From an optimization exercise on the open Yosys and OpenROAD flow, aimed at small area, a short achievable clock period and few clock cycles per item; shortcuts taken in it are not production practice.
The RTL was checked by simulation tests, not by an equivalence proof against the original design.
Power figures rest on the tool's default switching activity, not on a simulated workload.

[design/flow/config.mk]
export PLATFORM = sky130hd
export DESIGN_NAME = sprite_blit_colour_key_clip
export DESIGN_NICKNAME = sprite_blit_colour_key_clip
export VERILOG_FILES = /design/flow/design.v
export SDC_FILE = /design/flow/constraint.sdc
export NUM_CORES = 4
export LEC_CHECK = 0
export ABC_AREA = 1
export CAP_MARGIN = 20
export CORE_MARGIN = 2
export CORE_UTILIZATION = 40
export SETUP_SLACK_MARGIN = 4.0
export SLEW_MARGIN = 20
[design/flow/constraint.sdc]
create_clock -name core_clock -period 7.0 [get_ports {clock}]
set_input_delay 1.4000 -clock core_clock [delete_from_list [all_inputs] [get_ports {clock}]]
set_output_delay 1.4000 -clock core_clock [all_outputs]
set_load 0.01 [all_outputs]
[design/flow/design.v]
module sprite_blit_colour_key_clip (
   input  logic        clock,
   input  logic        reset,
   input  logic        req_tvalid,
   output logic        req_tready,
   input  logic [31:0] req_tdata,
   output logic        rsp_tvalid,
   input  logic        rsp_tready,
   output logic [47:0] rsp_tdata,
   output logic [1:0]  rsp_tuser,
   output logic        rsp_tlast,
   input  logic        csr_we,
   input  logic [2:0]  csr_index,
   input  logic [11:0] csr_wdata
);
   localparam logic [15:0] KEY = 16'hF81F;
   function automatic logic geu(input logic [12:0] a, input logic [12:0] b);
      logic cy;
      cy = 1'b1;
      for (int i = 0; i < 13; i++)
         cy = (a[i] & ~b[i]) | (cy & (a[i] | ~b[i]));
      geu = cy;
   endfunction
   function automatic logic ges(input logic [12:0] a, input logic [12:0] b);
      ges = geu({~a[12], a[11:0]}, {~b[12], b[11:0]});
   endfunction
   logic [9:0]  wm1, hm1;           
   logic [11:0] px, py;             
   logic [1:0]  al, op;
   logic [11:0] sw, sh;             
   logic [12:0] xe;                 
   logic [12:0] colv;               
   logic [12:0] rowv;               
   logic [21:0] pb;                 
   logic        off_ff;
   logic [4:0]  ms;                 
   logic        rdy_ff, wr_ff;
   logic        s_valid, s_bgok;
   logic [15:0] s_pix;
   logic [9:0]  c, r;
   logic        hit;
   logic        o_valid, o_we, o_last;
   logic [21:0] o_dest;
   logic [15:0] o_pix;
   function automatic logic [9:0] clamp_s_m1(input logic [10:0] v);
      if (v == 11'd0)      clamp_s_m1 = 10'd0;
      else if (v[10])      clamp_s_m1 = 10'd1023;
      else                 clamp_s_m1 = v[9:0] - 10'd1;
   endfunction
   function automatic logic [11:0] clamp_f(input logic [11:0] v);
      if (v == 12'd0)                 clamp_f = 12'd1;
      else if (v[11] && |v[10:0])     clamp_f = 12'd2048;
      else                            clamp_f = v;
   endfunction
   always_ff @(posedge clock) begin
      if (reset) begin
         wm1 <= 10'd0;
         hm1 <= 10'd0;
         px  <= 12'd0;
         py  <= 12'd0;
         al  <= 2'd0;
         op  <= 2'd0;
         sw  <= 12'd1024;
         sh  <= 12'd768;
      end else if (csr_we) begin
         case (csr_index)
            3'd0: wm1 <= clamp_s_m1(csr_wdata[10:0]);
            3'd1: hm1 <= clamp_s_m1(csr_wdata[10:0]);
            3'd2: px  <= csr_wdata;
            3'd3: py  <= csr_wdata;
            3'd4: al  <= csr_wdata[1:0];
            3'd5: op  <= csr_wdata[1:0];
            3'd6: sw  <= clamp_f(csr_wdata);
            default: sh <= clamp_f(csr_wdata);
         endcase
      end
   end
   logic [9:0]  c_n;
   logic [11:0] dlo;
   logic [21:0] dest;
   logic        colvis, rowvis, vis, first, col_wrap, row_wrap;
   logic        spr_ok, bg_ok, can_out, in_acc, accept, s_valid_n;
   logic [15:0] pix;
   assign colvis   = !colv[12] && (colv[11:0] < sw);
   assign rowvis   = !rowv[12] && !geu({1'b0, rowv[11:0]}, {1'b0, sh});
   assign vis      = colvis && rowvis;
   assign dlo      = {1'b0, pb[10:0]} + {1'b0, colv[10:0]};
   assign dest     = {dlo[11] ? pb[21:11] + 11'd1 : pb[21:11], dlo[10:0]};
   assign first    = (c == 10'd0) && (r == 10'd0);
   assign col_wrap = geu({3'b000, c}, {3'b000, wm1});
   assign row_wrap = geu({3'b000, r}, {3'b000, hm1});
   assign pix      = s_valid ? s_pix : req_tdata[15:0];
   assign spr_ok   = pix != KEY;
   assign bg_ok    = s_valid ? s_bgok : req_tdata[31:16] != KEY;
   assign can_out    = !o_valid || rsp_tready;
   assign req_tready = rdy_ff;
   assign in_acc     = req_tvalid && rdy_ff;
   assign accept     = can_out && (s_valid ? ms == 5'd0 : in_acc);
   assign s_valid_n  = s_valid ? !accept : in_acc && !accept;
   assign c_n        = !accept ? c : col_wrap ? 10'd0 : c + 10'd1;
   always_ff @(posedge clock) begin
      if (reset) begin
         c       <= 10'd0;
         r       <= 10'd0;
         hit     <= 1'b0;
         o_valid <= 1'b0;
      end else begin
         if (accept) begin
            o_valid <= 1'b1;
            hit     <= (first ? 1'b0 : hit) |
                       ((op == 2'd3) && vis && spr_ok && bg_ok);
            c <= c_n;
            if (col_wrap)
               r <= row_wrap ? 10'd0 : r + 10'd1;
         end else if (rsp_tready) begin
            o_valid <= 1'b0;
         end
      end
   end
   always_ff @(posedge clock) begin
      if (accept) begin
         o_we   <= vis && (op == 2'd2 || (!op[1] && spr_ok));
         o_dest <= vis ? dest : 22'd0;
         o_pix  <= pix;
         o_last <= col_wrap && row_wrap;
      end
   end
   logic [12:0] xb;
   logic        xci;
   logic [21:0] add_a, add_b, sum;
   logic [22:0] sum_x;
   logic [13:0] xe_x;
   logic        add_ci, restart;
   logic [4:0]  ms_n;
   logic        m_i, m_1, m_2, m_h, m_hb;    
   logic        sel_c, sel_e;                
   logic        off_x, off_y, wr2_ff;
   always_comb begin
      xb  = ({13{sel_c}} & ~{4'b0000, wm1[9:1]}) |
            ({13{sel_e}} & ~{3'b000, wm1});
      xci = sel_c && !wm1[0];
      xe_x = {px[11], px, xci} + {xb, xci};
      add_a  = ({22{m_h}} & {pb[20:0], 1'b0}) |
               ({22{m_1}} & {{10{py[11]}}, py}) |
               ({22{!m_h && !m_1}} & pb);
      add_b  = ({22{m_i}} & ~{10'd0, sw}) |
               ({22{m_1}} & {12'd0, hm1}) |
               ({22{m_2}} & ~{12'd0, r}) |
               ({22{m_hb}} & {{9{rowv[12]}}, rowv});
      add_ci = m_i || m_2;
      sum_x = {add_a, add_ci} + {add_b, add_ci};
      sum   = sum_x[22:1];
      restart = (csr_we && (csr_index == 3'd1 || csr_index == 3'd3 || csr_index == 3'd6)) ||
                (accept && col_wrap && row_wrap);
      if (restart)            ms_n = 5'd1;
      else if (ms == 5'd2)    ms_n = 5'd27;
      else if (ms == 5'd16)   ms_n = 5'd0;
      else if (ms[4])         ms_n = ms - 5'd1;
      else if (ms == 5'd1)    ms_n = 5'd2;
      else                    ms_n = 5'd0;
   end
   always_ff @(posedge clock) begin
      xe     <= xe_x[13:1];
      colv   <= !accept ? xe + {3'b000, c} : col_wrap ? xe : colv + 13'd1;
      if (in_acc && !accept) begin
         s_pix  <= req_tdata[15:0];
         s_bgok <= req_tdata[31:16] != KEY;
      end
      sel_c  <= op != 2'd3 && al == 2'd1;
      sel_e  <= op != 2'd3 && al == 2'd2;
      off_x  <= ges(~{3'b000, wm1}, xe) ||                   
                ges(xe, {1'b0, sw});                         
      off_y  <= ges(~{3'b000, hm1}, {py[11], py}) ||         
                ges({py[11], py}, {1'b0, sh});               
      off_ff <= off_x || off_y;
      if (m_h || m_1 || (accept && col_wrap && !row_wrap))
         pb <= sum;
      else if (m_2)
         pb <= 22'd0;
      if (m_2)
         rowv <= sum[12:0];
      else if (accept && col_wrap && !row_wrap)
         rowv <= rowv - 13'd1;
   end
   always_ff @(posedge clock) begin
      if (reset) begin
         ms     <= 5'd1;
         m_i    <= 1'b0;
         m_1    <= 1'b1;
         m_2    <= 1'b0;
         m_h    <= 1'b0;
         m_hb   <= 1'b0;
         rdy_ff <= 1'b0;
         wr_ff  <= 1'b0;
         wr2_ff <= 1'b0;
         s_valid <= 1'b0;
      end else begin
         ms     <= ms_n;
         m_i    <= ms_n == 5'd0;
         m_1    <= ms_n == 5'd1;
         m_2    <= ms_n == 5'd2;
         m_h    <= ms_n[4];
         m_hb   <= ms_n[4] && sw[ms_n[3:0]];
         wr_ff  <= csr_we;
         wr2_ff <= wr_ff;
         s_valid <= s_valid_n;
         rdy_ff <= ms_n == 5'd0 && !csr_we && !wr_ff && !wr2_ff && !s_valid_n;
      end
   end
   assign rsp_tvalid = o_valid;
   assign rsp_tdata  = {7'd0, off_ff, hit, o_pix, o_dest, o_we};
   assign rsp_tuser  = {op[1], op[0] && !op[1]};
   assign rsp_tlast  = o_last;
endmodule
[design/flow/flow/run.sh]
#!/bin/bash
# The standard layout (standard.sh), with one change: the port buffers that
# global placement inserts on every input and output use buf_2 instead of the
# resizer's default pick (clkdlybuf4s50_1, a slow delay buffer).
set -euo pipefail
export BUFFER_PORTS_ARGS="-buffer_cell sky130_fd_sc_hd__buf_2"
bash standard.sh finish > standard_finish.log 2>&1
[design/flow/standard.sh]
#!/bin/bash
# synth_recipe.tcl (not shown) runs the flow's synth.tcl, then flattens the netlist and writes it again
# the make line also repeats each setting of config.mk as NAME=value (left out here)
make -C /OpenROAD-flow-scripts/flow DESIGN_CONFIG=/design/flow/config.mk WORK_HOME=/design/flow/orfs CLKGATE_MAP_FILE= SYNTH_SCRIPT=/design/flow/synth_recipe.tcl "${@:-finish}"
==> flow_summary.html, run 1 <==
<table>
<tr><th>Metric</th><th>Value</th></tr>
<tr><th colspan="2">Clock network</th></tr>
<tr><td>Clock-pin slew reported for the worst setup and hold paths after clock tree synthesis</td><td>0.06 ns</td></tr>
<tr><td>Maximum clock path buffer count</td><td>3</td></tr>
<tr><td>CTS Sinks</td><td>230</td></tr>
<tr><td>Buffer type at the clock tree root</td><td>sky130_fd_sc_hd__clkbuf_16</td></tr>
<tr><td>Number of buffers added by the clock tree synthesis step</td><td>27</td></tr>
<tr><td>CTS tree</td><td>yes</td></tr>
<tr><td>Latest clock arrival within the worst-skew pair</td><td>0.54 ns</td></tr>
<tr><td>Level count of the clock H-tree</td><td>1</td></tr>
<tr><td>Post-cts hold buffer count</td><td>0</td></tr>
<tr><th colspan="2">Timing</th></tr>
<tr><td>Relative slew margins</td><td>between 40% and 50%</td></tr>
<tr><td>Number of slew-limit violations in the final report</td><td>0</td></tr>
<tr><td>RSZ-0062 raised after global routing</td><td>true</td></tr>
<tr><td>Worst Hold Slack</td><td>0.418 ns</td></tr>
<tr><td>Tightest Pin Transition</td><td>about 0.8 ns</td></tr>
<tr><td>Worst Clk Skew</td><td>0.0113 ns</td></tr>
<tr><td>Setup_tns</td><td>0 ns</td></tr>
<tr><td>Final-report hold violation count</td><td>0</td></tr>
<tr><td>Maximum operating frequency</td><td>344 MHz</td></tr>
<tr><td>Final setup margin</td><td>4.10 ns</td></tr>
<tr><td>Period utilisation layout</td><td>41.5%</td></tr>
<tr><td>Final critical delay including setup and external delays</td><td>2.90 ns</td></tr>
<tr><td>Setup-failing EPs final</td><td>0</td></tr>
<tr><th colspan="2">Floorplanning</th></tr>
<tr><td>X dimension of the die</td><td>between 150 and 200 um</td></tr>
<tr><td>Num rows</td><td>between 60 and 70</td></tr>
<tr><td>Effective utilization at floorplan</td><td>about 40%</td></tr>
<tr><td>Height of the die</td><td>around 190 um</td></tr>
<tr><td>Die Area</td><td>35,900 um^2</td></tr>
<tr><td>Ports</td><td>105</td></tr>
<tr><td>Area of the core region</td><td>approximately 34,000 um^2</td></tr>
<tr><th colspan="2">Synthesis</th></tr>
<tr><td>Post-synth EDFFs</td><td>92</td></tr>
<tr><td>Cell Area, Synth</td><td>13,800 um^2</td></tr>
<tr><td>Post-Synthesis Mean Instance Area</td><td>7.84 um^2</td></tr>
<tr><td>Gate Count Post-Synth</td><td>1,756</td></tr>
<tr><td>Dominant register cell in the synthesized netlist</td><td>sky130_fd_sc_hd__dfxtp_1</td></tr>
<tr><td>Portion of netlist area occupied by mux cells</td><td>less than 1%</td></tr>
<tr><td>Unique cell type count in the Yosys netlist</td><td>63</td></tr>
<tr><td>Share of the synthesized area in compound gates (AO/OA/AOI/OAI)</td><td>19.4%</td></tr>
<tr><td>Xor and xnor area share after synthesis</td><td>approximately 3.2%</td></tr>
<tr><td>Simple logic cell fraction of the synthesized area</td><td>21.0%</td></tr>
<tr><td>Proportion of synthesized chip area in sequential cells</td><td>about two fifths</td></tr>
<tr><td>Adder-cell area share of the yosys netlist</td><td>7.49%</td></tr>
<tr><td>Combinational family with the most area after synthesis</td><td>simple AND/OR/NAND/NOR gates</td></tr>
<tr><td>Number of register bits inferred by synthesis</td><td>230</td></tr>
<tr><td>Async set-reset flop share out of synthesis</td><td>0%</td></tr>
<tr><td>Syn. warnings</td><td>1</td></tr>
<tr><th colspan="2">Routing</th></tr>
<tr><td>Detailed-route vias per instance</td><td>approximately 5.4</td></tr>
<tr><td>Post-route DRC violation count</td><td>0</td></tr>
<tr><td>DRT Pass-1 Iters</td><td>5</td></tr>
<tr><td>Drt total wl</td><td>about 42 mm</td></tr>
<tr><td>Final antenna-violating net count</td><td>0</td></tr>
<tr><td>Vias</td><td>12,600</td></tr>
<tr><td>Number of violations reported at the end of detailed-routing iteration 0</td><td>1,134</td></tr>
<tr><td>Wire per inst</td><td>18.1 um</td></tr>
<tr><th colspan="2">Setup path</th></tr>
<tr><td>Biggest fanout along the worst timing path</td><td>22</td></tr>
<tr><td>Reg-to-reg critical path startpoint</td><td>m_1</td></tr>
<tr><td>Worst EP arrival</td><td>3.08 ns</td></tr>
<tr><td>CP Data Required Time</td><td>7.17 ns</td></tr>
<tr><td>Destination of the worst register-to-register timing path</td><td>pb[19]</td></tr>
<tr><td>Peak per-stage delay on the critical path</td><td>0.41 ns</td></tr>
<tr><td>Slack of the worst reg-to-reg path</td><td>4.10 ns</td></tr>
<tr><td>R2r worst-path depth</td><td>16</td></tr>
<tr><td>Critical path class</td><td>in -&gt; reg</td></tr>
<tr><td>Sort of element at the end of the critical path</td><td>register</td></tr>
<tr><td>Kind of start point of the critical path</td><td>input pin</td></tr>
<tr><td>Worst path slowest cell</td><td>sky130_fd_sc_hd__nand2_2</td></tr>
<tr><td>Cells along the critical path</td><td>buf_2 -&gt; a21oi_1 -&gt; inv_1 -&gt; nand3_4 -&gt; nor2_8 -&gt; nand2_2 -&gt; nand2_2 -&gt; inv_2 -&gt; nand2_2</td></tr>
<tr><td>Crit path buf inv count</td><td>3</td></tr>
<tr><td>Cell type with the highest occurrence count on the critical path</td><td>sky130_fd_sc_hd__nand2_2</td></tr>
<tr><td>Critical path's top delay family</td><td>simple AND/OR/NAND/NOR gates</td></tr>
<tr><th colspan="2">Place</th></tr>
<tr><td>Post-placement setup slack</td><td>3.10 ns</td></tr>
<tr><td>Number of port buffers</td><td>97</td></tr>
<tr><td>HPWL after detailed placement</td><td>32.4 mm</td></tr>
<tr><td>Weighted congestion at the end of routability-driven global placement</td><td>0.984</td></tr>
<tr><th colspan="2">Global routing</th></tr>
<tr><td>GR Overflow Total</td><td>0</td></tr>
<tr><td>Vias in the first global route</td><td>~11,000</td></tr>
<tr><td>First-pass GRT wire length</td><td>64.4 mm</td></tr>
<tr><td>Initial antenna violation count</td><td>2</td></tr>
<tr><td>Layer with the highest usage after global routing</td><td>met2</td></tr>
<tr><td>Grt met2 use</td><td>between 30% and 40%</td></tr>
<tr><td>Pin count of the biggest net entering global routing</td><td>66</td></tr>
<tr><td>Met1 Use GR</td><td>roughly a third</td></tr>
<tr><td>Overall global routing resource usage</td><td>between 20% and 30%</td></tr>
<tr><td>Met3 capacity usage during global routing</td><td>4.23%</td></tr>
<tr><th colspan="2">Hold path</th></tr>
<tr><td>Min-Delay Path Depth</td><td>1</td></tr>
<tr><td>Class of the tightest hold or removal check</td><td>reg -&gt; reg</td></tr>
<tr><td>End point of the most critical hold path</td><td>off_ff</td></tr>
<tr><td>Source of the worst hold timing path</td><td>off_y</td></tr>
<tr><th colspan="2">Pwr</th></tr>
<tr><td>Pleak</td><td>between 6 and 7 nW</td></tr>
<tr><td>Power density relative to cell area</td><td>278 nW/um^2</td></tr>
<tr><td>IR drop worst, VDD</td><td>175 uV</td></tr>
<tr><th colspan="2">Outcome</th></tr>
<tr><td>Run status</td><td>complete, no violations</td></tr>
<tr><th colspan="2">Layout</th></tr>
<tr><td>Fraction of final layout cells sized beyond drive strength 1</td><td>between 10% and 20%</td></tr>
<tr><td>Nets@finish</td><td>1,992</td></tr>
<tr><td>Number of fillers in the final layout</td><td>3,389</td></tr>
<tr><td>P&amp;R area growth vs syn</td><td>15.0%</td></tr>
<tr><th colspan="2">Flow run</th></tr>
<tr><td># Max-Cap Violations</td><td>0</td></tr>
</table>
power breakdown:
group | internal, mW | switching, mW | leakage, nW
sequential | 1.57 | 0.161 | 2.00
combinational | 0.451 | 0.828 | 4.32
clock | 0.820 | 0.564 | 0.425
total | 2.85 | 1.55 | 6.75
area by class of cell:
class | count | area (um^2) | area share [%]
diodes | 1 | 2.50 | 0.0158
clock buffers | 35 | 746 | 4.71
clock inverters | 13 | 121 | 0.766
inverters | 243 | 943 | 5.96
multi-input cells | 1233 | 7220 | 45.6
flip-flops and latches | 230 | 5550 | 35.1
well taps | 448 | 561 | 3.54
repair buffers | 124 | 688 | 4.35
repair inverters | 1 | 5.00 | 0.0316
placed cells by master (no fill, tap or decap), types with 5 or more instances in the layout:
master / n
sky130_fd_sc_hd__a21oi_1: 153
sky130_fd_sc_hd__a21oi_2: 5
sky130_fd_sc_hd__a22oi_1: 14
sky130_fd_sc_hd__a31oi_1: 10
sky130_fd_sc_hd__buf_2: 97
sky130_fd_sc_hd__buf_4: 27
sky130_fd_sc_hd__clkbuf_16: 27
sky130_fd_sc_hd__clkinv_2: 6
sky130_fd_sc_hd__clkinvlp_4: 9
sky130_fd_sc_hd__conb_1: 7
sky130_fd_sc_hd__dfxtp_1: 124
sky130_fd_sc_hd__dfxtp_2: 10
sky130_fd_sc_hd__edfxtp_1: 92
sky130_fd_sc_hd__ha_1: 76
sky130_fd_sc_hd__inv_1: 219
sky130_fd_sc_hd__inv_2: 14
sky130_fd_sc_hd__nand2_1: 324
sky130_fd_sc_hd__nand2_2: 6
sky130_fd_sc_hd__nand3_1: 73
sky130_fd_sc_hd__nand4_1: 25
sky130_fd_sc_hd__nor2_1: 113
sky130_fd_sc_hd__nor2_2: 5
sky130_fd_sc_hd__nor3_1: 29
sky130_fd_sc_hd__nor3b_1: 12
sky130_fd_sc_hd__nor4_1: 9
sky130_fd_sc_hd__o211ai_1: 14
sky130_fd_sc_hd__o21ai_0: 136
sky130_fd_sc_hd__o21ai_1: 9
sky130_fd_sc_hd__o21bai_1: 6
sky130_fd_sc_hd__o221ai_1: 44
sky130_fd_sc_hd__o22ai_1: 33
sky130_fd_sc_hd__o31ai_1: 5
sky130_fd_sc_hd__or2_2: 11
sky130_fd_sc_hd__xnor2_1: 19
sky130_fd_sc_hd__xor2_1: 32
cells in the mapped netlist (2+ instances only):
library cell / instances / area, um^2
sky130_fd_sc_hd__nand2_1: 326 / 1220
sky130_fd_sc_hd__nor2_1: 118 / 443
sky130_fd_sc_hd__nand3b_1: 4 / 30.0
sky130_fd_sc_hd__a21oi_1: 157 / 786
sky130_fd_sc_hd__edfxtp_1: 92 / 2760
sky130_fd_sc_hd__nand3_2: 3 / 30.0
sky130_fd_sc_hd__dfxtp_1: 138 / 2760
sky130_fd_sc_hd__nand2_2: 4 / 25.0
sky130_fd_sc_hd__inv_1: 229 / 860
sky130_fd_sc_hd__or2_2: 11 / 68.8
sky130_fd_sc_hd__o21ai_0: 139 / 696
sky130_fd_sc_hd__nor2_2: 2 / 12.5
sky130_fd_sc_hd__inv_2: 12 / 45.0
sky130_fd_sc_hd__buf_1: 3 / 11.3
sky130_fd_sc_hd__ha_1: 76 / 951
sky130_fd_sc_hd__nor3_1: 31 / 155
sky130_fd_sc_hd__nand2_4: 2 / 22.5
sky130_fd_sc_hd__a211oi_1: 3 / 22.5
sky130_fd_sc_hd__o21bai_1: 6 / 45.0
sky130_fd_sc_hd__a21o_1: 3 / 22.5
sky130_fd_sc_hd__clkbuf_1: 37 / 139
sky130_fd_sc_hd__xor2_1: 32 / 280
sky130_fd_sc_hd__o22ai_1: 34 / 213
sky130_fd_sc_hd__nand3_4: 2 / 35.0
sky130_fd_sc_hd__nand4_1: 25 / 156
sky130_fd_sc_hd__mux2i_1: 3 / 30.0
sky130_fd_sc_hd__a31oi_1: 11 / 68.8
sky130_fd_sc_hd__nor3_4: 2 / 32.5
sky130_fd_sc_hd__o31ai_1: 5 / 37.5
sky130_fd_sc_hd__buf_4: 11 / 82.6
sky130_fd_sc_hd__o21ai_1: 7 / 35.0
sky130_fd_sc_hd__a22o_1: 2 / 17.5
sky130_fd_sc_hd__a22oi_1: 15 / 113
sky130_fd_sc_hd__nand3_1: 74 / 370
sky130_fd_sc_hd__nor3b_1: 13 / 97.6
sky130_fd_sc_hd__o21a_1: 2 / 15.0
sky130_fd_sc_hd__o221ai_1: 45 / 394
sky130_fd_sc_hd__xnor2_1: 19 / 166
sky130_fd_sc_hd__fa_1: 4 / 80.1
sky130_fd_sc_hd__buf_2: 5 / 25.0
sky130_fd_sc_hd__or2_0: 3 / 18.8
sky130_fd_sc_hd__nor4_1: 11 / 68.8
sky130_fd_sc_hd__a2bb2oi_1: 2 / 17.5
sky130_fd_sc_hd__o211ai_1: 14 / 105
per-layer routing:
layer,wire length (um),vias to the layer above
li1,-,6270
met1,20200,5835
met2,17400,472
met3,3450,70
met4,1050,0
met5,0,-
sequential cells by signal, indices dropped and copies added (netlist names), 13 cells and up:
register  cells
o_dest       22
rowv         13
s_pix        16
pb           22
xe           13
colv         13
o_pix        16
worst register-to-register path, stage by stage (launching register included):
cell	delay, ns
sky130_fd_sc_hd__dfxtp_4	0.41
sky130_fd_sc_hd__buf_4	0.16
sky130_fd_sc_hd__a22oi_1	0.23
sky130_fd_sc_hd__o221ai_1	0.17
sky130_fd_sc_hd__ha_1	0.41
sky130_fd_sc_hd__a21oi_1	0.12
sky130_fd_sc_hd__nor2_1	0.11
sky130_fd_sc_hd__nor2_1	0.05
sky130_fd_sc_hd__o221ai_1	0.24
sky130_fd_sc_hd__a21oi_2	0.08
sky130_fd_sc_hd__o21ai_2	0.16
sky130_fd_sc_hd__nand3_1	0.09
sky130_fd_sc_hd__nand2_1	0.10
sky130_fd_sc_hd__nand3_1	0.07
sky130_fd_sc_hd__nand2_1	0.09
sky130_fd_sc_hd__a21oi_1	0.06
sky130_fd_sc_hd__o21a_1	0.11
metrics by stage:
stage	cell area, um^2	cells	utilization (%)	total power, mW
CTS	15600	2308	46.2	4.35
detailed placement	14600	2255	43.4	2.95
floorplan	13800	1762	-	2.56
global route	15800	2328	47.0	4.62
finish	15800	2328	47.0	4.40
global placement	14600	2255	43.4	2.94
logic make-up (layout without fill, tap and decap cells):
kind of cell | count (synthesis) | after routing
flops | 230 | 230
fa+ha+maj | 80 | 80
xor+xnor | 51 | 51
simple gates | 639 | 640
mux | 3 | 3
other cells | 1 | 8
compound gates | 452 | 452
buf+inv | 300 | 416
worst max path at each step:
stage	startpoint	endpoint	slack, ns	cells past startpoint
detailed placement	csr_index[1]	m_2	3.10	9
global placement	csr_index[1]	m_2	3.08	9
global route	m_1	rowv[10]	3.87	12
CTS	m_i	pb[19]	3.87	14
floorplan	req_tvalid	colv[9]	4.00	6
finish	req_tvalid	pb[20]	4.10	9
repair_timing:
| action | in CTS | in global routing |
|---|---|---|
| setup buffers | 4 | 18 |
| gates resized for setup | 13 | 41 |
| cloned | 1 | 1 |
| endpoints found under the setup margin | 65 | 81 |
| pin swaps | 0 | 5 |
Testbench counts, summed over its fixed seeds: cycles 43,016, items 40,504.
==> run 2, diff against run 1 <==
--- a/design/flow/config.mk
+++ b/design/flow/config.mk
@@ -5,7 +5,6 @@
 export SDC_FILE = /design/flow/constraint.sdc
 export NUM_CORES = 4
 export LEC_CHECK = 0
-export ABC_AREA = 1
 export CAP_MARGIN = 20
 export CORE_MARGIN = 2
 export CORE_UTILIZATION = 40
==> flow_summary.html, run 2 <==
<table>
<tr><th>Metric</th><th>Value</th></tr>
<tr><th colspan="2">Outcome</th></tr>
<tr><td>Run status</td><td>complete, no violations (unchanged)</td></tr>
<tr><th colspan="2">Routing</th></tr>
<tr><td>Detailed-route vias per instance</td><td>5.63 (was 5.43)</td></tr>
<tr><td>Wire per inst</td><td>19.0 um (was 18.1 um)</td></tr>
<tr><td>DRT Pass-1 Iters</td><td>8 (was 5)</td></tr>
<tr><td>Number of violations reported at the end of detailed-routing iteration 0</td><td>810 (was 1,134)</td></tr>
<tr><td>Final antenna-violating net count</td><td>0 (unchanged)</td></tr>
<tr><td>Drt total wl</td><td>42.0 mm (was 42.1 mm)</td></tr>
<tr><td>Vias</td><td>12,500 (was 12,600)</td></tr>
<tr><td>Post-route DRC violation count</td><td>0 (unchanged)</td></tr>
<tr><th colspan="2">Layout</th></tr>
<tr><td>Most common cell after layout, fill and taps aside</td><td>sky130_fd_sc_hd__nand2_1 (unchanged)</td></tr>
<tr><td>Layout Cells excl Fill</td><td>2,214 (was 2,328)</td></tr>
<tr><td>Core utilization of the finished layout</td><td>48.9% (was 47.0%)</td></tr>
<tr><td>Largest registers</td><td>o_dest x22, pb x22 (unchanged)</td></tr>
<tr><td>Nets@finish</td><td>1,872 (was 1,992)</td></tr>
<tr><td>Most frequent cells in the layout</td><td>sky130_fd_sc_hd__nand2_1, sky130_fd_sc_hd__nor2_1, sky130_fd_sc_hd__a21oi_1, sky130_fd_sc_hd__dfxtp_1, sky130_fd_sc_hd__buf_2 (was sky130_fd_sc_hd__nand2_1, sky130_fd_sc_hd__inv_1, sky130_fd_sc_hd__a21oi_1, sky130_fd_sc_hd__o21ai_0, sky130_fd_sc_hd__dfxtp_1)</td></tr>
<tr><td>Fraction of final layout cells sized beyond drive strength 1</td><td>19.5% (was 13.9%)</td></tr>
<tr><td>Antenna diode instance count</td><td>0 (was 1)</td></tr>
<tr><td>P&amp;R area growth vs syn</td><td>20.7% (was 15.0%)</td></tr>
<tr><th colspan="2">Place</th></tr>
<tr><td>Number of port buffers</td><td>97 (unchanged)</td></tr>
<tr><td>HPWL after detailed placement</td><td>29.8 mm (was 32.4 mm)</td></tr>
<tr><td>Post-placement setup slack</td><td>3.07 ns (was 3.10 ns)</td></tr>
<tr><td>Number of placed instances with taps included</td><td>2,110 (was 2,255)</td></tr>
<tr><td>Weighted congestion at the end of routability-driven global placement</td><td>0.906 (was 0.984)</td></tr>
<tr><th colspan="2">Synthesis</th></tr>
<tr><td>Ranking of synthesized cells by instance count</td><td>sky130_fd_sc_hd__nand2_1, sky130_fd_sc_hd__nor2_1, sky130_fd_sc_hd__a21oi_1, sky130_fd_sc_hd__dfxtp_1, sky130_fd_sc_hd__inv_1 (was sky130_fd_sc_hd__nand2_1, sky130_fd_sc_hd__inv_1, sky130_fd_sc_hd__a21oi_1, sky130_fd_sc_hd__o21ai_0, sky130_fd_sc_hd__dfxtp_1)</td></tr>
<tr><td>Syn. warnings</td><td>1 (unchanged)</td></tr>
<tr><td>Cell Area, Synth</td><td>14,000 um^2 (was 13,800 um^2)</td></tr>
<tr><td>Post-synth EDFFs</td><td>92 (unchanged)</td></tr>
<tr><td>Fraction of synthesized cell area taken by the top area cell type</td><td>19.8% (was 20.1%)</td></tr>
<tr><td>Proportion of synthesized chip area in sequential cells</td><td>39.6% (was 40.1%)</td></tr>
<tr><td>Post-Synthesis Mean Instance Area</td><td>8.62 um^2 (was 7.84 um^2)</td></tr>
<tr><td>Dominant register cell in the synthesized netlist</td><td>sky130_fd_sc_hd__dfxtp_1 (unchanged)</td></tr>
<tr><td>Unique cell type count in the Yosys netlist</td><td>86 (was 63)</td></tr>
<tr><td>Cell type with the largest total area after synthesis</td><td>sky130_fd_sc_hd__dfxtp_1 (unchanged)</td></tr>
<tr><td>Number of register bits inferred by synthesis</td><td>230 (unchanged)</td></tr>
<tr><td>Gate Count Post-Synth</td><td>1,620 (was 1,756)</td></tr>
<tr><td>Synth top area cells</td><td>sky130_fd_sc_hd__dfxtp_1, sky130_fd_sc_hd__edfxtp_1, sky130_fd_sc_hd__ha_1, sky130_fd_sc_hd__nand2_1, sky130_fd_sc_hd__a21oi_1 (was sky130_fd_sc_hd__dfxtp_1, sky130_fd_sc_hd__edfxtp_1, sky130_fd_sc_hd__nand2_1, sky130_fd_sc_hd__ha_1, sky130_fd_sc_hd__inv_1)</td></tr>
<tr><td>Async set-reset flop share out of synthesis</td><td>0% (unchanged)</td></tr>
<tr><td>Most common cell in the synthesized netlist</td><td>sky130_fd_sc_hd__nand2_1 (unchanged)</td></tr>
<tr><th colspan="2">Clock network</th></tr>
<tr><td>Buffer type at the clock tree root</td><td>sky130_fd_sc_hd__clkbuf_16 (unchanged)</td></tr>
<tr><td>CTS tree</td><td>yes (unchanged)</td></tr>
<tr><td>Level count of the clock H-tree</td><td>1 (unchanged)</td></tr>
<tr><td>Post-cts hold buffer count</td><td>0 (unchanged)</td></tr>
<tr><td>Latest clock arrival within the worst-skew pair</td><td>0.56 ns (was 0.54 ns)</td></tr>
<tr><td>Clock-pin slew reported for the worst setup and hold paths after clock tree synthesis</td><td>0.06 ns (about the same)</td></tr>
<tr><td>Number of buffers added by the clock tree synthesis step</td><td>27 (unchanged)</td></tr>
<tr><td>CTS Sinks</td><td>230 (unchanged)</td></tr>
<tr><td>Maximum clock path buffer count</td><td>3 (unchanged)</td></tr>
<tr><th colspan="2">Setup path</th></tr>
<tr><td>Reg-to-reg critical path startpoint</td><td>m_2 (was m_1)</td></tr>
<tr><td>Biggest fanout along the worst timing path</td><td>6 (was 22)</td></tr>
<tr><td>R2r worst-path depth</td><td>12 (was 16)</td></tr>
<tr><td>Worst path slowest cell</td><td>sky130_fd_sc_hd__dfxtp_4 (was sky130_fd_sc_hd__nand2_2)</td></tr>
<tr><td>Kind of start point of the critical path</td><td>register (was input pin)</td></tr>
<tr><td>Crit path buf inv count</td><td>1 (was 3)</td></tr>
<tr><td>Sort of element at the end of the critical path</td><td>register (unchanged)</td></tr>
<tr><td>Peak per-stage delay on the critical path</td><td>0.36 ns (was 0.41 ns)</td></tr>
<tr><td>Worst setup path startpoint</td><td>m_2 (was req_tvalid)</td></tr>
<tr><td>Path length in cells of the critical path</td><td>12 (was 9)</td></tr>
<tr><td>Critical path's top delay family</td><td>compound AO/OA/AOI/OAI gates (was simple AND/OR/NAND/NOR gates)</td></tr>
<tr><td>Critical path class</td><td>reg -&gt; reg (was in -&gt; reg)</td></tr>
<tr><td>Worst EP arrival</td><td>3.41 ns (was 3.08 ns)</td></tr>
<tr><td>CP Data Required Time</td><td>7.31 ns (was 7.17 ns)</td></tr>
<tr><td>Cells along the critical path</td><td>buf_12 -&gt; a221o_1 -&gt; fa_2 -&gt; a21o_1 -&gt; a21oi_2 -&gt; o21ai_2 -&gt; a221o_1 -&gt; a41oi_2 -&gt; o21ai_2 -&gt; a31o_2 -&gt; mux2i_1 -&gt; nor2_1 (was buf_2 -&gt; a21oi_1 -&gt; inv_1 -&gt; nand3_4 -&gt; nor2_8 -&gt; nand2_2 -&gt; nand2_2 -&gt; inv_2 -&gt; nand2_2)</td></tr>
<tr><th colspan="2">Global routing</th></tr>
<tr><td>Pin count of the biggest net entering global routing</td><td>55 (was 66)</td></tr>
<tr><td>Overall global routing resource usage</td><td>22.5% (was 22.9%)</td></tr>
<tr><td>Vias in the first global route</td><td>11,700 (was 11,400)</td></tr>
<tr><td>Initial antenna violation count</td><td>0 (was 2)</td></tr>
<tr><td>First-pass GRT wire length</td><td>64.5 mm (was 64.4 mm)</td></tr>
<tr><td>GR Overflow Total</td><td>0 (unchanged)</td></tr>
<tr><th colspan="2">Floorplanning</th></tr>
<tr><td>Num rows</td><td>68 (was 67)</td></tr>
<tr><td>Die Area</td><td>36,400 um^2 (was 35,900 um^2)</td></tr>
<tr><td>X dimension of the die</td><td>191 um (was 190 um)</td></tr>
<tr><td>Effective utilization at floorplan</td><td>40.5% (was 40.9%)</td></tr>
<tr><td>Area of the core region</td><td>34,500 um^2 (was 33,700 um^2)</td></tr>
<tr><td>Ports</td><td>105 (unchanged)</td></tr>
<tr><td>Height of the die</td><td>191 um (was 190 um)</td></tr>
<tr><th colspan="2">Timing</th></tr>
<tr><td>Setup_tns</td><td>0 ns (unchanged)</td></tr>
<tr><td>Worst Clk Skew</td><td>0.0328 ns (was 0.0113 ns)</td></tr>
<tr><td>Final-report hold violation count</td><td>0 (unchanged)</td></tr>
<tr><td>Tightest Pin Transition</td><td>0.859 ns (was 0.818 ns)</td></tr>
<tr><td>Relative slew margins</td><td>42.7% (was 45.1%)</td></tr>
<tr><td>RSZ-0062 raised after global routing</td><td>true (unchanged)</td></tr>
<tr><td>Setup-failing EPs final</td><td>0 (unchanged)</td></tr>
<tr><td>Final setup margin</td><td>3.90 ns (was 4.10 ns)</td></tr>
<tr><td>Worst Hold Slack</td><td>0.432 ns (was 0.418 ns)</td></tr>
<tr><td>Maximum operating frequency</td><td>323 MHz (was 344 MHz)</td></tr>
<tr><td>Number of slew-limit violations in the final report</td><td>0 (unchanged)</td></tr>
<tr><td>Period utilisation layout</td><td>44.3% (was 41.5%)</td></tr>
<tr><td>Final critical delay including setup and external delays</td><td>3.10 ns (was 2.90 ns)</td></tr>
<tr><th colspan="2">Pwr</th></tr>
<tr><td>IR drop worst, VDD</td><td>175 uV (about the same)</td></tr>
<tr><td>Logic pwr share</td><td>28.9% (was 29.1%)</td></tr>
<tr><td>Switching power of the nets</td><td>1.45 mW (was 1.55 mW)</td></tr>
<tr><td>Fraction of power consumed by sequential logic</td><td>38.5% (was 39.5%)</td></tr>
<tr><td>Switching share of power</td><td>32.5% (was 35.3%)</td></tr>
<tr><td>Pleak</td><td>6.31 nW (was 6.75 nW)</td></tr>
<tr><td>Power density relative to cell area</td><td>264 nW/um^2 (was 278 nW/um^2)</td></tr>
<tr><td>Power share of the clock group</td><td>32.6% (was 31.4%)</td></tr>
<tr><td>Cell Int Power</td><td>3.00 mW (was 2.85 mW)</td></tr>
<tr><th colspan="2">Hold path</th></tr>
<tr><td>Class of the tightest hold or removal check</td><td>reg -&gt; reg (unchanged)</td></tr>
<tr><td>Min-Delay Path Depth</td><td>1 (unchanged)</td></tr>
<tr><td>Source of the worst hold timing path</td><td>al[0] (was off_y)</td></tr>
<tr><th colspan="2">Flow run</th></tr>
<tr><td># Max-Cap Violations</td><td>0 (unchanged)</td></tr>
</table>
-- run 2: cell count changes after synthesis, moves of 26 or more --
cell / before / now
sky130_fd_sc_hd__nand2b_1: 0 / 27
sky130_fd_sc_hd__nand2_1: 326 / 234
sky130_fd_sc_hd__o221ai_1: 45 / 5
sky130_fd_sc_hd__nor2b_1: 0 / 35
sky130_fd_sc_hd__o21ai_0: 139 / 69
sky130_fd_sc_hd__nor2_1: 118 / 156
sky130_fd_sc_hd__xnor2_1: 19 / 54
sky130_fd_sc_hd__inv_1: 229 / 93
sky130_fd_sc_hd__a221o_1: 0 / 26
sky130_fd_sc_hd__nand3_1: 74 / 32
-- run 2: cell type report --
class / count / area (um^2)
fill: 3352 / 17600
multi-input combinational: 1233 / 8410
sequential: 230 / 5560
timing repair buffer: 155 / 1070
clock buffer: 38 / 747
tap: 455 / 569
inverter: 93 / 354
clock inverter: 10 / 156
-- run 2: cells by family after synthesis --
kind of cell | count (synthesis) | synth area share [%]
simple gates | 597 | 19.7
compound gates | 414 | 19.5
flops | 230 | 39.6
buf+inv | 168 | 4.92
fa+ha+maj | 99 | 8.81
xor+xnor | 84 | 5.27
mux | 27 | 2.28
other cells | 1 | 0.0268
-- run 2: path summary, 6_finish.rpt --
path / to / slack, ns
worst max-delay path: pb[21] / 3.90
worst min-delay path: sel_e / 0.43
worst max register to register: pb[21] / 3.90
worst min register to register: sel_e / 0.43
-- run 2: what timing repair did --
item,CTS,global route
setup buffers,17,30
setup endpoints to repair,102,111
pin swaps,13,45
gates resized for setup,43,109
gates cloned,7,2
-- run 2: power groups by stage --
| stage | sequential, mW | combinational (mW) | clock (mW) |
|---|---|---|---|
| floorplan | 1.65 | 0.781 | 0 |
| finish | 1.71 | 1.29 | 1.45 |
| global route | 1.72 | 1.40 | 1.53 |
| detailed placement | 1.73 | 0.993 | 0 |
| global placement | 1.73 | 0.977 | 0 |
| CTS | 1.71 | 1.09 | 1.47 |
-- run 2: per-stage QoR --
step                      power (mW)  area [um^2]
after floorplan                 2.43        14100
after global placement          2.71        14900
after detailed placement        2.73        14900
after CTS                       4.27        16200
after global routing            4.64        16900
final                           4.45        16900
-- run 2: routing by layer --
| metal | up-vias | GRT usage [%] | part of all wire [%] |
|---|---|---|---|
| met3 | 95 | 4.01 | 7.5 |
| met5 | - | 0 | 0 |
| met4 | 0 | 7.07 | 3.3 |
| met2 | 460 | 35.2 | 44 |
| met1 | 5871 | 31.3 | 45 |
| li1 | 6047 | - | - |
==> run 3, diff against run 2 <==
--- a/design/flow/config.mk
+++ b/design/flow/config.mk
@@ -8,5 +8,5 @@
 export CAP_MARGIN = 20
 export CORE_MARGIN = 2
 export CORE_UTILIZATION = 40
-export SETUP_SLACK_MARGIN = 4.0
+export SETUP_SLACK_MARGIN = 4.25
 export SLEW_MARGIN = 20
==> flow_summary.html, run 3 <==
<table>
<tr><th>Metric</th><th>Value</th></tr>
<tr><th colspan="2">Synthesis</th></tr>
<tr><td>Synth top area cells</td><td>sky130_fd_sc_hd__dfxtp_1, sky130_fd_sc_hd__edfxtp_1, sky130_fd_sc_hd__ha_1, sky130_fd_sc_hd__nand2_1, sky130_fd_sc_hd__a21oi_1 (unchanged)</td></tr>
<tr><td>Dominant register cell in the synthesized netlist</td><td>sky130_fd_sc_hd__dfxtp_1 (unchanged)</td></tr>
<tr><td>Number of register bits inferred by synthesis</td><td>230 (unchanged)</td></tr>
<tr><td>Gate Count Post-Synth</td><td>1,620 (unchanged)</td></tr>
<tr><td>Async set-reset flop share out of synthesis</td><td>0% (unchanged)</td></tr>
<tr><td>Ranking of synthesized cells by instance count</td><td>sky130_fd_sc_hd__nand2_1, sky130_fd_sc_hd__nor2_1, sky130_fd_sc_hd__a21oi_1, sky130_fd_sc_hd__dfxtp_1, sky130_fd_sc_hd__inv_1 (unchanged)</td></tr>
<tr><td>Most common cell in the synthesized netlist</td><td>sky130_fd_sc_hd__nand2_1 (unchanged)</td></tr>
<tr><td>Post-synth EDFFs</td><td>92 (unchanged)</td></tr>
<tr><td>Post-Synthesis Mean Instance Area</td><td>8.62 um^2 (unchanged)</td></tr>
<tr><td>Unique cell type count in the Yosys netlist</td><td>86 (unchanged)</td></tr>
<tr><td>Proportion of synthesized chip area in sequential cells</td><td>39.6% (unchanged)</td></tr>
<tr><td>Cell Area, Synth</td><td>14,000 um^2 (unchanged)</td></tr>
<tr><td>Fraction of synthesized cell area taken by the top area cell type</td><td>19.8% (unchanged)</td></tr>
<tr><td>Syn. warnings</td><td>1 (unchanged)</td></tr>
<tr><td>Cell type with the largest total area after synthesis</td><td>sky130_fd_sc_hd__dfxtp_1 (unchanged)</td></tr>
<tr><th colspan="2">Global routing</th></tr>
<tr><td>Pin count of the biggest net entering global routing</td><td>72 (was 55)</td></tr>
<tr><td>First-pass GRT wire length</td><td>67.0 mm (was 64.5 mm)</td></tr>
<tr><td>GR Overflow Total</td><td>0 (unchanged)</td></tr>
<tr><td>Overall global routing resource usage</td><td>23.4% (was 22.5%)</td></tr>
<tr><td>Initial antenna violation count</td><td>2 (was 0)</td></tr>
<tr><td>Vias in the first global route</td><td>11,900 (was 11,700)</td></tr>
<tr><th colspan="2">Place</th></tr>
<tr><td>HPWL after detailed placement</td><td>30.1 mm (was 29.8 mm)</td></tr>
<tr><td>Placed cell areas</td><td>15,000 um^2 (was 14,900 um^2)</td></tr>
<tr><td>Number of placed instances with taps included</td><td>2,111 (was 2,110)</td></tr>
<tr><td>Number of port buffers</td><td>97 (unchanged)</td></tr>
<tr><td>Weighted congestion at the end of routability-driven global placement</td><td>0.901 (was 0.906)</td></tr>
<tr><th colspan="2">Floorplanning</th></tr>
<tr><td>Area of the core region</td><td>34,500 um^2 (unchanged)</td></tr>
<tr><td>Die Area</td><td>36,400 um^2 (unchanged)</td></tr>
<tr><td>X dimension of the die</td><td>191 um (unchanged)</td></tr>
<tr><td>Effective utilization at floorplan</td><td>40.5% (unchanged)</td></tr>
<tr><td>Height of the die</td><td>191 um (unchanged)</td></tr>
<tr><td>Ports</td><td>105 (unchanged)</td></tr>
<tr><td>Num rows</td><td>68 (unchanged)</td></tr>
<tr><th colspan="2">Clock network</th></tr>
<tr><td>CTS tree</td><td>yes (unchanged)</td></tr>
<tr><td>Level count of the clock H-tree</td><td>1 (unchanged)</td></tr>
<tr><td>Latest clock arrival within the worst-skew pair</td><td>0.55 ns (was 0.56 ns)</td></tr>
<tr><td>Number of buffers added by the clock tree synthesis step</td><td>27 (unchanged)</td></tr>
<tr><td>CTS Sinks</td><td>230 (unchanged)</td></tr>
<tr><td>Post-cts hold buffer count</td><td>0 (unchanged)</td></tr>
<tr><td>Maximum clock path buffer count</td><td>3 (unchanged)</td></tr>
<tr><td>Clock-pin slew reported for the worst setup and hold paths after clock tree synthesis</td><td>0.06 ns (about the same)</td></tr>
<tr><td>Buffer type at the clock tree root</td><td>sky130_fd_sc_hd__clkbuf_16 (unchanged)</td></tr>
<tr><th colspan="2">Routing</th></tr>
<tr><td>Wire per inst</td><td>19.5 um (was 19.0 um)</td></tr>
<tr><td>Post-route DRC violation count</td><td>0 (unchanged)</td></tr>
<tr><td>Drt total wl</td><td>43.8 mm (was 42.0 mm)</td></tr>
<tr><td>Number of violations reported at the end of detailed-routing iteration 0</td><td>1,147 (was 810)</td></tr>
<tr><td>Detailed-route vias per instance</td><td>5.63 (about the same)</td></tr>
<tr><td>Final antenna-violating net count</td><td>0 (unchanged)</td></tr>
<tr><td>Vias</td><td>12,600 (was 12,500)</td></tr>
<tr><td>DRT Pass-1 Iters</td><td>6 (was 8)</td></tr>
<tr><th colspan="2">Pwr</th></tr>
<tr><td>Pleak</td><td>6.58 nW (was 6.31 nW)</td></tr>
<tr><td>Power density relative to cell area</td><td>256 nW/um^2 (was 264 nW/um^2)</td></tr>
<tr><td>IR drop worst, VDD</td><td>176 uV (was 175 uV)</td></tr>
<tr><th colspan="2">Hold path</th></tr>
<tr><td>Class of the tightest hold or removal check</td><td>reg -&gt; reg (unchanged)</td></tr>
<tr><td>Source of the worst hold timing path</td><td>al[1] (was al[0])</td></tr>
<tr><td>Min-Delay Path Depth</td><td>1 (unchanged)</td></tr>
<tr><td>End point of the most critical hold path</td><td>sel_c (was sel_e)</td></tr>
<tr><th colspan="2">Setup path</th></tr>
<tr><td>Sort of element at the end of the critical path</td><td>register (unchanged)</td></tr>
<tr><td>Cells along the critical path</td><td>o21ai_0 -&gt; a221o_1 -&gt; ha_4 -&gt; o21a_1 -&gt; o21ai_1 -&gt; nor2_1 -&gt; a221o_1 -&gt; a41oi_2 -&gt; o21ai_2 -&gt; buf_4 -&gt; nand2_2 -&gt; nor4b_1 -&gt; a211o_1 (was buf_12 -&gt; a221o_1 -&gt; fa_2 -&gt; a21o_1 -&gt; a21oi_2 -&gt; o21ai_2 -&gt; a221o_1 -&gt; a41oi_2 -&gt; o21ai_2 -&gt; a31o_2 -&gt; mux2i_1 -&gt; nor2_1)</td></tr>
<tr><td>Worst path slowest cell</td><td>sky130_fd_sc_hd__dfxtp_1 (was sky130_fd_sc_hd__dfxtp_4)</td></tr>
<tr><td>Slack of the worst reg-to-reg path</td><td>3.85 ns (was 3.90 ns)</td></tr>
<tr><td>Destination of the worst register-to-register timing path</td><td>pb[17] (was pb[21])</td></tr>
<tr><td>Peak per-stage delay on the critical path</td><td>0.50 ns (was 0.36 ns)</td></tr>
<tr><td>Reg-to-reg critical path startpoint</td><td>sw[4] (was m_2)</td></tr>
<tr><td>Cell type with the highest occurrence count on the critical path</td><td>sky130_fd_sc_hd__a221o_1</td></tr>
<tr><td>Kind of start point of the critical path</td><td>register (unchanged)</td></tr>
<tr><td>Biggest fanout along the worst timing path</td><td>6 (unchanged)</td></tr>
<tr><td>Critical path class</td><td>reg -&gt; reg (unchanged)</td></tr>
<tr><td>Worst EP arrival</td><td>3.45 ns (was 3.41 ns)</td></tr>
<tr><td>CP Data Required Time</td><td>7.30 ns (was 7.31 ns)</td></tr>
<tr><td>R2r worst-path depth</td><td>13 (was 12)</td></tr>
<tr><th colspan="2">Timing</th></tr>
<tr><td>Number of slew-limit violations in the final report</td><td>0 (unchanged)</td></tr>
<tr><td>Final-report hold violation count</td><td>0 (unchanged)</td></tr>
<tr><td>Tightest Pin Transition</td><td>0.835 ns (was 0.859 ns)</td></tr>
<tr><td>Final critical delay including setup and external delays</td><td>3.15 ns (was 3.10 ns)</td></tr>
<tr><td>Setup-failing EPs final</td><td>0 (unchanged)</td></tr>
<tr><td>Setup_tns</td><td>0 ns (unchanged)</td></tr>
<tr><td>RSZ-0062 raised after global routing</td><td>true (unchanged)</td></tr>
<tr><td>Worst Clk Skew</td><td>0.0191 ns (was 0.0328 ns)</td></tr>
<tr><td>Period utilisation layout</td><td>45.0% (was 44.3%)</td></tr>
<tr><td>Relative slew margins</td><td>44.1% (was 42.7%)</td></tr>
<tr><td>Maximum operating frequency</td><td>317 MHz (was 323 MHz)</td></tr>
<tr><th colspan="2">Layout</th></tr>
<tr><td>Sequential cell area in the final layout</td><td>5600 um^2 (was 5560 um^2)</td></tr>
<tr><td>P&amp;R area growth vs syn</td><td>25.7% (was 20.7%)</td></tr>
<tr><td>Antenna diode instance count</td><td>0 (unchanged)</td></tr>
<tr><td>Nets@finish</td><td>1,903 (was 1,872)</td></tr>
<tr><td>Most frequent cells in the layout</td><td>sky130_fd_sc_hd__nand2_1, sky130_fd_sc_hd__nor2_1, sky130_fd_sc_hd__a21oi_1, sky130_fd_sc_hd__dfxtp_1, sky130_fd_sc_hd__buf_2 (unchanged)</td></tr>
<tr><td>Area used by multi-input combinational logic</td><td>8700 um^2 (was 8410 um^2)</td></tr>
<tr><td>Layout Cells excl Fill</td><td>2,243 (was 2,214)</td></tr>
<tr><td>Fraction of final layout cells sized beyond drive strength 1</td><td>24.6% (was 19.5%)</td></tr>
<tr><td>Number of fillers in the final layout</td><td>3,276 (was 3,352)</td></tr>
<tr><td>Most common cell after layout, fill and taps aside</td><td>sky130_fd_sc_hd__nand2_1 (unchanged)</td></tr>
<tr><td>Largest registers</td><td>o_dest x22, pb x22 (unchanged)</td></tr>
<tr><td>Final std cell area, no fill</td><td>17,600 um^2 (was 16,900 um^2)</td></tr>
<tr><th colspan="2">Flow run</th></tr>
<tr><td># Max-Cap Violations</td><td>0 (unchanged)</td></tr>
<tr><th colspan="2">Outcome</th></tr>
<tr><td>Run status</td><td>complete, no violations (unchanged)</td></tr>
</table>
[run 3: where the power goes]
group          internal [mW]  leakage, nW  switching [mW]  total [mW]
combinational          0.615         4.17           0.752        1.37
clock                  0.846        0.426           0.575        1.42
sequential              1.54         1.99           0.169        1.71
[run 3: cell type report]
type / instances / share of cell area (%)
Multi-Input combinational cell: 1232 / 49.6
Sequential cell: 230 / 31.9
Timing Repair Buffer: 187 / 8.17
Clock buffer: 33 / 4.15
Tap cell: 455 / 3.24
Inverter: 93 / 2.07
Clock inverter: 13 / 0.898
[run 3: cells by family (layout without fill, tap and decap cells)]
family	after synthesis	in the layout	synth area share [%]
other	1	7	0.0268
flip-flops	230	230	39.6
multiplexers	27	27	2.28
adder cells (fa/ha/maj)	99	99	8.81
AND/OR/NAND/NOR	597	601	19.7
buffers and inverters	168	326	4.92
AO/OA/AOI/OAI	414	414	19.5
XOR/XNOR	84	84	5.27
[run 3: critical path: cells and delay by family (launching register included)]
kind,cells,cell delay (ns)
simple gates,3,0.19
buf+inv,1,0.15
fa+ha+maj,1,0.25
flops,1,0.50
compound gates,8,1.81
[run 3: per-layer routing]
metal,vias to the layer above,track usage (%),routed length (um)
met4,0,6.17,1000
met5,-,0,0
li1,6113,-,-
met1,5992,32.5,19600
met2,452,37.6,19800
met3,78,3.83,3400
[run 3: worst max path at each step]
stage,startpoint,end,slack [ns],depth (start not counted)
4_1_cts,m_2,pb[21],3.86,12
2_1_floorplan,req_tvalid,pb[0],3.77,9
3_3_place_gp,req_tvalid,rdy_ff,2.88,10
6_report,sw[4],pb[17],3.85,13
5_1_grt,m_1,pb[6],3.78,16
3_5_place_dp,req_tvalid,rdy_ff,2.84,10
[run 3: stage by stage]
stage	setup slack (ns)	utilization, %	hold WS, ns	power (mW)
6_report	3.85	51.0	0.444	4.50
5_1_grt	3.78	51.0	0.442	4.71
4_1_cts	3.86	49.3	0.443	4.39
3_5_place_dp	2.84	43.4	0.433	2.75
3_3_place_gp	2.88	43.4	0.427	2.73
2_1_floorplan	3.77	-	0.389	2.45
[run 3: what timing repair did]
| action | 4_1_cts | 5_1_grt |
|---|---|---|
| pin swaps | 61 | 56 |
| gates resized for setup | 154 | 93 |
| setup buffers | 43 | 32 |
| setup endpoints to repair | 132 | 94 |
| gates cloned | 11 | 0 |
==> run 4, diff against run 3 <==
--- a/design/flow/config.mk
+++ b/design/flow/config.mk
@@ -5,6 +5,7 @@
 export SDC_FILE = /design/flow/constraint.sdc
 export NUM_CORES = 4
 export LEC_CHECK = 0
+export ABC_AREA = 1
 export CAP_MARGIN = 20
 export CORE_MARGIN = 2
 export CORE_UTILIZATION = 40
==> flow_summary.html, run 4 <==
<table>
<tr><th>Metric</th><th>Value</th></tr>
<tr><th colspan="2">Outcome</th></tr>
<tr><td>Run status</td><td>complete, no violations (unchanged)</td></tr>
<tr><th colspan="2">Timing</th></tr>
<tr><td>RSZ-0062 raised after global routing</td><td>true (unchanged)</td></tr>
<tr><td>Setup_tns</td><td>0 ns (unchanged)</td></tr>
<tr><td>Period utilisation layout</td><td>40.9% (was 45.0%)</td></tr>
<tr><td>Relative slew margins</td><td>42.4% (was 44.1%)</td></tr>
<tr><td>Worst Clk Skew</td><td>0.0275 ns (was 0.0191 ns)</td></tr>
<tr><td>Setup-failing EPs final</td><td>0 (unchanged)</td></tr>
<tr><td>Maximum operating frequency</td><td>350 MHz (was 317 MHz)</td></tr>
<tr><td>Final-report hold violation count</td><td>0 (unchanged)</td></tr>
<tr><td>Number of slew-limit violations in the final report</td><td>0 (unchanged)</td></tr>
<tr><td>Tightest Pin Transition</td><td>0.858 ns (was 0.835 ns)</td></tr>
<tr><td>Final critical delay including setup and external delays</td><td>2.86 ns (was 3.15 ns)</td></tr>
<tr><td>Final setup margin</td><td>4.14 ns (was 3.85 ns)</td></tr>
<tr><th colspan="2">Routing</th></tr>
<tr><td>Drt total wl</td><td>45.5 mm (was 43.8 mm)</td></tr>
<tr><td>DRT Pass-1 Iters</td><td>6 (unchanged)</td></tr>
<tr><td>Wire per inst</td><td>19.0 um (was 19.5 um)</td></tr>
<tr><td>Final antenna-violating net count</td><td>0 (unchanged)</td></tr>
<tr><td>Post-route DRC violation count</td><td>0 (unchanged)</td></tr>
<tr><td>Detailed-route vias per instance</td><td>5.53 (was 5.63)</td></tr>
<tr><td>Number of violations reported at the end of detailed-routing iteration 0</td><td>1,214 (was 1,147)</td></tr>
<tr><td>Vias</td><td>13,200 (was 12,600)</td></tr>
<tr><th colspan="2">Clock network</th></tr>
<tr><td>CTS tree</td><td>yes (unchanged)</td></tr>
<tr><td>Level count of the clock H-tree</td><td>1 (unchanged)</td></tr>
<tr><td>Post-cts hold buffer count</td><td>0 (unchanged)</td></tr>
<tr><td>CTS Sinks</td><td>230 (unchanged)</td></tr>
<tr><td>Number of buffers added by the clock tree synthesis step</td><td>28 (was 27)</td></tr>
<tr><td>Clock-pin slew reported for the worst setup and hold paths after clock tree synthesis</td><td>0.06 ns (about the same)</td></tr>
<tr><td>Buffer type at the clock tree root</td><td>sky130_fd_sc_hd__clkbuf_16 (unchanged)</td></tr>
<tr><td>Latest clock arrival within the worst-skew pair</td><td>0.56 ns (was 0.55 ns)</td></tr>
<tr><td>Maximum clock path buffer count</td><td>3 (unchanged)</td></tr>
<tr><th colspan="2">Layout</th></tr>
<tr><td>Most common cell after layout, fill and taps aside</td><td>sky130_fd_sc_hd__nand2_1 (unchanged)</td></tr>
<tr><td>Number of fillers in the final layout</td><td>3,178 (was 3,276)</td></tr>
<tr><td>P&amp;R area growth vs syn</td><td>26.2% (was 25.7%)</td></tr>
<tr><td>Final std cell area, no fill</td><td>17,400 um^2 (was 17,600 um^2)</td></tr>
<tr><td>Layout Cells excl Fill</td><td>2,394 (was 2,243)</td></tr>
<tr><td>Sequential cell area in the final layout</td><td>5570 um^2 (was 5600 um^2)</td></tr>
<tr><td>Fraction of final layout cells sized beyond drive strength 1</td><td>24.3% (was 24.6%)</td></tr>
<tr><td>Nets@finish</td><td>2,055 (was 1,903)</td></tr>
<tr><td>Most frequent cells in the layout</td><td>sky130_fd_sc_hd__nand2_1, sky130_fd_sc_hd__inv_1, sky130_fd_sc_hd__a21oi_1, sky130_fd_sc_hd__o21ai_0, sky130_fd_sc_hd__dfxtp_1 (was sky130_fd_sc_hd__nand2_1, sky130_fd_sc_hd__nor2_1, sky130_fd_sc_hd__a21oi_1, sky130_fd_sc_hd__dfxtp_1, sky130_fd_sc_hd__buf_2)</td></tr>
<tr><td>Largest registers</td><td>o_dest x22, pb x22 (unchanged)</td></tr>
<tr><td>Area used by multi-input combinational logic</td><td>8030 um^2 (was 8700 um^2)</td></tr>
<tr><th colspan="2">Place</th></tr>
<tr><td>HPWL after detailed placement</td><td>32.3 mm (was 30.1 mm)</td></tr>
<tr><td>Weighted congestion at the end of routability-driven global placement</td><td>0.984 (was 0.901)</td></tr>
<tr><td>Placed cell areas</td><td>14,700 um^2 (was 15,000 um^2)</td></tr>
<tr><td>Number of placed instances with taps included</td><td>2,255 (was 2,111)</td></tr>
<tr><td>Post-placement setup slack</td><td>3.10 ns (was 2.84 ns)</td></tr>
<tr><td>Number of port buffers</td><td>97 (unchanged)</td></tr>
<tr><th colspan="2">Pwr</th></tr>
<tr><td>Cell Int Power</td><td>3.22 mW (was 3.00 mW)</td></tr>
<tr><td>Pleak</td><td>7.23 nW (was 6.58 nW)</td></tr>
<tr><td>Logic pwr share</td><td>33.8% (was 30.4%)</td></tr>
<tr><td>Power share of the clock group</td><td>31.3% (was 31.6%)</td></tr>
<tr><td>Power density relative to cell area</td><td>287 nW/um^2 (was 256 nW/um^2)</td></tr>
<tr><td>Switching share of power</td><td>35.6% (was 33.3%)</td></tr>
<tr><td>Fraction of power consumed by sequential logic</td><td>35.0% (was 38.0%)</td></tr>
<tr><td>IR drop worst, VDD</td><td>189 uV (was 176 uV)</td></tr>
<tr><td>Switching power of the nets</td><td>1.78 mW (was 1.50 mW)</td></tr>
<tr><th colspan="2">Global routing</th></tr>
<tr><td>GR Overflow Total</td><td>0 (unchanged)</td></tr>
<tr><td>Pin count of the biggest net entering global routing</td><td>72 (unchanged)</td></tr>
<tr><td>First-pass GRT wire length</td><td>66.9 mm (was 67.0 mm)</td></tr>
<tr><td>Overall global routing resource usage</td><td>23.8% (was 23.4%)</td></tr>
<tr><td>Initial antenna violation count</td><td>1 (was 2)</td></tr>
<tr><td>Vias in the first global route</td><td>11,700 (was 11,900)</td></tr>
<tr><th colspan="2">Synthesis</th></tr>
<tr><td>Dominant register cell in the synthesized netlist</td><td>sky130_fd_sc_hd__dfxtp_1 (unchanged)</td></tr>
<tr><td>Cell type with the largest total area after synthesis</td><td>sky130_fd_sc_hd__dfxtp_1 (unchanged)</td></tr>
<tr><td>Cell Area, Synth</td><td>13,800 um^2 (was 14,000 um^2)</td></tr>
<tr><td>Post-Synthesis Mean Instance Area</td><td>7.84 um^2 (was 8.62 um^2)</td></tr>
<tr><td>Unique cell type count in the Yosys netlist</td><td>63 (was 86)</td></tr>
<tr><td>Number of register bits inferred by synthesis</td><td>230 (unchanged)</td></tr>
<tr><td>Async set-reset flop share out of synthesis</td><td>0% (unchanged)</td></tr>
<tr><td>Gate Count Post-Synth</td><td>1,756 (was 1,620)</td></tr>
<tr><td>Fraction of synthesized cell area taken by the top area cell type</td><td>20.1% (was 19.8%)</td></tr>
<tr><td>Most common cell in the synthesized netlist</td><td>sky130_fd_sc_hd__nand2_1 (unchanged)</td></tr>
<tr><td>Proportion of synthesized chip area in sequential cells</td><td>40.1% (was 39.6%)</td></tr>
<tr><td>Post-synth EDFFs</td><td>92 (unchanged)</td></tr>
<tr><td>Synth top area cells</td><td>sky130_fd_sc_hd__dfxtp_1, sky130_fd_sc_hd__edfxtp_1, sky130_fd_sc_hd__nand2_1, sky130_fd_sc_hd__ha_1, sky130_fd_sc_hd__inv_1 (was sky130_fd_sc_hd__dfxtp_1, sky130_fd_sc_hd__edfxtp_1, sky130_fd_sc_hd__ha_1, sky130_fd_sc_hd__nand2_1, sky130_fd_sc_hd__a21oi_1)</td></tr>
<tr><td>Ranking of synthesized cells by instance count</td><td>sky130_fd_sc_hd__nand2_1, sky130_fd_sc_hd__inv_1, sky130_fd_sc_hd__a21oi_1, sky130_fd_sc_hd__o21ai_0, sky130_fd_sc_hd__dfxtp_1 (was sky130_fd_sc_hd__nand2_1, sky130_fd_sc_hd__nor2_1, sky130_fd_sc_hd__a21oi_1, sky130_fd_sc_hd__dfxtp_1, sky130_fd_sc_hd__inv_1)</td></tr>
<tr><td>Syn. warnings</td><td>1 (unchanged)</td></tr>
<tr><th colspan="2">Floorplanning</th></tr>
<tr><td>Ports</td><td>105 (unchanged)</td></tr>
<tr><td>Height of the die</td><td>190 um (was 191 um)</td></tr>
<tr><td>Die Area</td><td>35,900 um^2 (was 36,400 um^2)</td></tr>
<tr><td>Area of the core region</td><td>33,700 um^2 (was 34,500 um^2)</td></tr>
<tr><td>X dimension of the die</td><td>190 um (was 191 um)</td></tr>
<tr><td>Effective utilization at floorplan</td><td>40.9% (was 40.5%)</td></tr>
<tr><td>Num rows</td><td>67 (was 68)</td></tr>
<tr><th colspan="2">Flow run</th></tr>
<tr><td># Max-Cap Violations</td><td>0 (unchanged)</td></tr>
<tr><th colspan="2">Setup path</th></tr>
<tr><td>CP Data Required Time</td><td>7.32 ns (was 7.30 ns)</td></tr>
<tr><td>Biggest fanout along the worst timing path</td><td>7 (was 6)</td></tr>
<tr><td>Worst EP arrival</td><td>3.18 ns (was 3.45 ns)</td></tr>
<tr><td>Sort of element at the end of the critical path</td><td>register (unchanged)</td></tr>
<tr><td>Critical path class</td><td>reg -&gt; reg (unchanged)</td></tr>
<tr><td>Kind of start point of the critical path</td><td>register (unchanged)</td></tr>
<tr><th colspan="2">Hold path</th></tr>
<tr><td>Class of the tightest hold or removal check</td><td>reg -&gt; reg (unchanged)</td></tr>
</table>
==> run 4: changes by cell type after synthesis, moves of 18 or more <==
| cell | delta |
|---|---|
| sky130_fd_sc_hd__a221o_1 | -26 |
| sky130_fd_sc_hd__inv_1 | +136 |
| sky130_fd_sc_hd__mux2_2 | -18 |
| sky130_fd_sc_hd__nand2_1 | +92 |
| sky130_fd_sc_hd__nand2b_1 | -27 |
| sky130_fd_sc_hd__nand3_1 | +42 |
| sky130_fd_sc_hd__nor2_1 | -38 |
| sky130_fd_sc_hd__nor2b_1 | -35 |
| sky130_fd_sc_hd__o21ai_0 | +70 |
| sky130_fd_sc_hd__o221ai_1 | +40 |
| sky130_fd_sc_hd__xnor2_1 | -35 |
==> run 4: routing by layer <==
layer  part of all wire [%]  GRT usage [%]  wire length [um]  up-vias
li1                       -              -                 -     6394
met1                     45           35.0             20500     6164
met2                     43           35.0             19400      582
met3                    9.3           4.87              4230      101
met4                    2.9           7.27              1310        0
met5                      0              0                 0        -
==> run 4: final timing paths <==
check,startpoint,end,slack (ns),cells after the start
setup / recovery,m_1,pb[19],4.14,15
hold reg to reg,wr_ff,wr2_ff,0.42,2
setup reg to reg,m_1,pb[19],4.14,15
hold / removal,wr_ff,wr2_ff,0.42,2
==> run 4: power by group through the flow <==
stage / combinational (mW) / sequential [mW] / clock, mW
5_1_grt: 1.84 / 1.75 / 1.64
6_report: 1.69 / 1.75 / 1.56
3_5_place_dp: 1.19 / 1.76 / 0
4_1_cts: 1.25 / 1.74 / 1.59
2_1_floorplan: 0.888 / 1.68 / 0
3_3_place_gp: 1.18 / 1.76 / 0
==> run 4: cell type report <==
type / instances / share of cell area (%)
diodes: 1 / 0.0144
clock buffers: 33 / 4.38
clock inverters: 19 / 1.42
inverters: 243 / 5.60
multi-input cells: 1234 / 46.2
flip-flops and latches: 230 / 32.0
well taps: 448 / 3.22
repair buffers: 184 / 7.08
repair inverters: 2 / 0.0576
==> run 4: stage by stage <==
| stage | utilization (%) | power [mW] | hold slack, ns |
|---|---|---|---|
| 3_5_place_dp | 43.7 | 2.95 | 0.398 |
| 5_1_grt | 51.6 | 5.23 | 0.424 |
| 4_1_cts | 47.6 | 4.58 | 0.412 |
| 2_1_floorplan | - | 2.57 | 0.389 |
| 3_3_place_gp | 43.7 | 2.94 | 0.394 |
| 6_report | 51.6 | 5.00 | 0.418 |
==> run 4: what timing repair did <==
action                                  in CTS  in global routing
gates cloned                                 2                  3
pin swaps                                    8                 66
endpoints found under the setup margin      93                118
setup buffers                               20                 61
resized for setup                           44                199
==> run 4: kinds of logic after synthesis <==
logic type                 count (synthesis)  share of synthesized area (%)
and+or+nand+nor                          639                           21.0
AOI/OAI and AO/OA                        452                           19.4
buffers and inverters                    300                           8.55
DFF                                      230                           40.1
adders and majority gates                 80                           7.49
xor gates and xnor gates                  51                           3.24
muxes                                      3                          0.218
other                                      1                         0.0272
==> run 4: worst max-delay path: stages (launching register included) <==
cell	delay (ns)
sky130_fd_sc_hd__dfxtp_4	0.41
sky130_fd_sc_hd__buf_6	0.13
sky130_fd_sc_hd__clkinvlp_4	0.16
sky130_fd_sc_hd__o211ai_1	0.29
sky130_fd_sc_hd__ha_2	0.35
sky130_fd_sc_hd__a21oi_2	0.18
sky130_fd_sc_hd__nor2_1	0.08
sky130_fd_sc_hd__nor2_2	0.12
sky130_fd_sc_hd__o221ai_2	0.14
sky130_fd_sc_hd__a21oi_4	0.16
sky130_fd_sc_hd__o21ai_2	0.09
sky130_fd_sc_hd__nand3_1	0.08
sky130_fd_sc_hd__nand2_2	0.08
sky130_fd_sc_hd__nand3_2	0.08
sky130_fd_sc_hd__nand2_2	0.06
sky130_fd_sc_hd__o21a_1	0.17

## port drivers added, routing unchanged
The results above use ideal ports. As a check the final layouts listed here were re-extracted and re-timed, cells and wires unchanged.
Step 1 assumes that a clkbuf_16 drives the clock port and a buf_2 every other input.
Step 2, shift: input delay + t, output delay - t, t = (earliest + latest rising clock arrival at the registers) / 2. This alone moves slack from input paths to output paths.
Three values: no drivers, after step 1, after step 2; two values: the first two.
run | shift t [ns] | slack for setup (ns)
run 1 | 0.579 | 4.097 / 4.102 / 3.547
run 2 | 0.592 | 3.900 / 3.900 / 3.527
run 3 | 0.593 | 3.850 / 3.850 / 3.671
run 4 | 0.600 | 4.140 / 4.140 / 3.690
After both steps setup and hold are still met in every run listed.
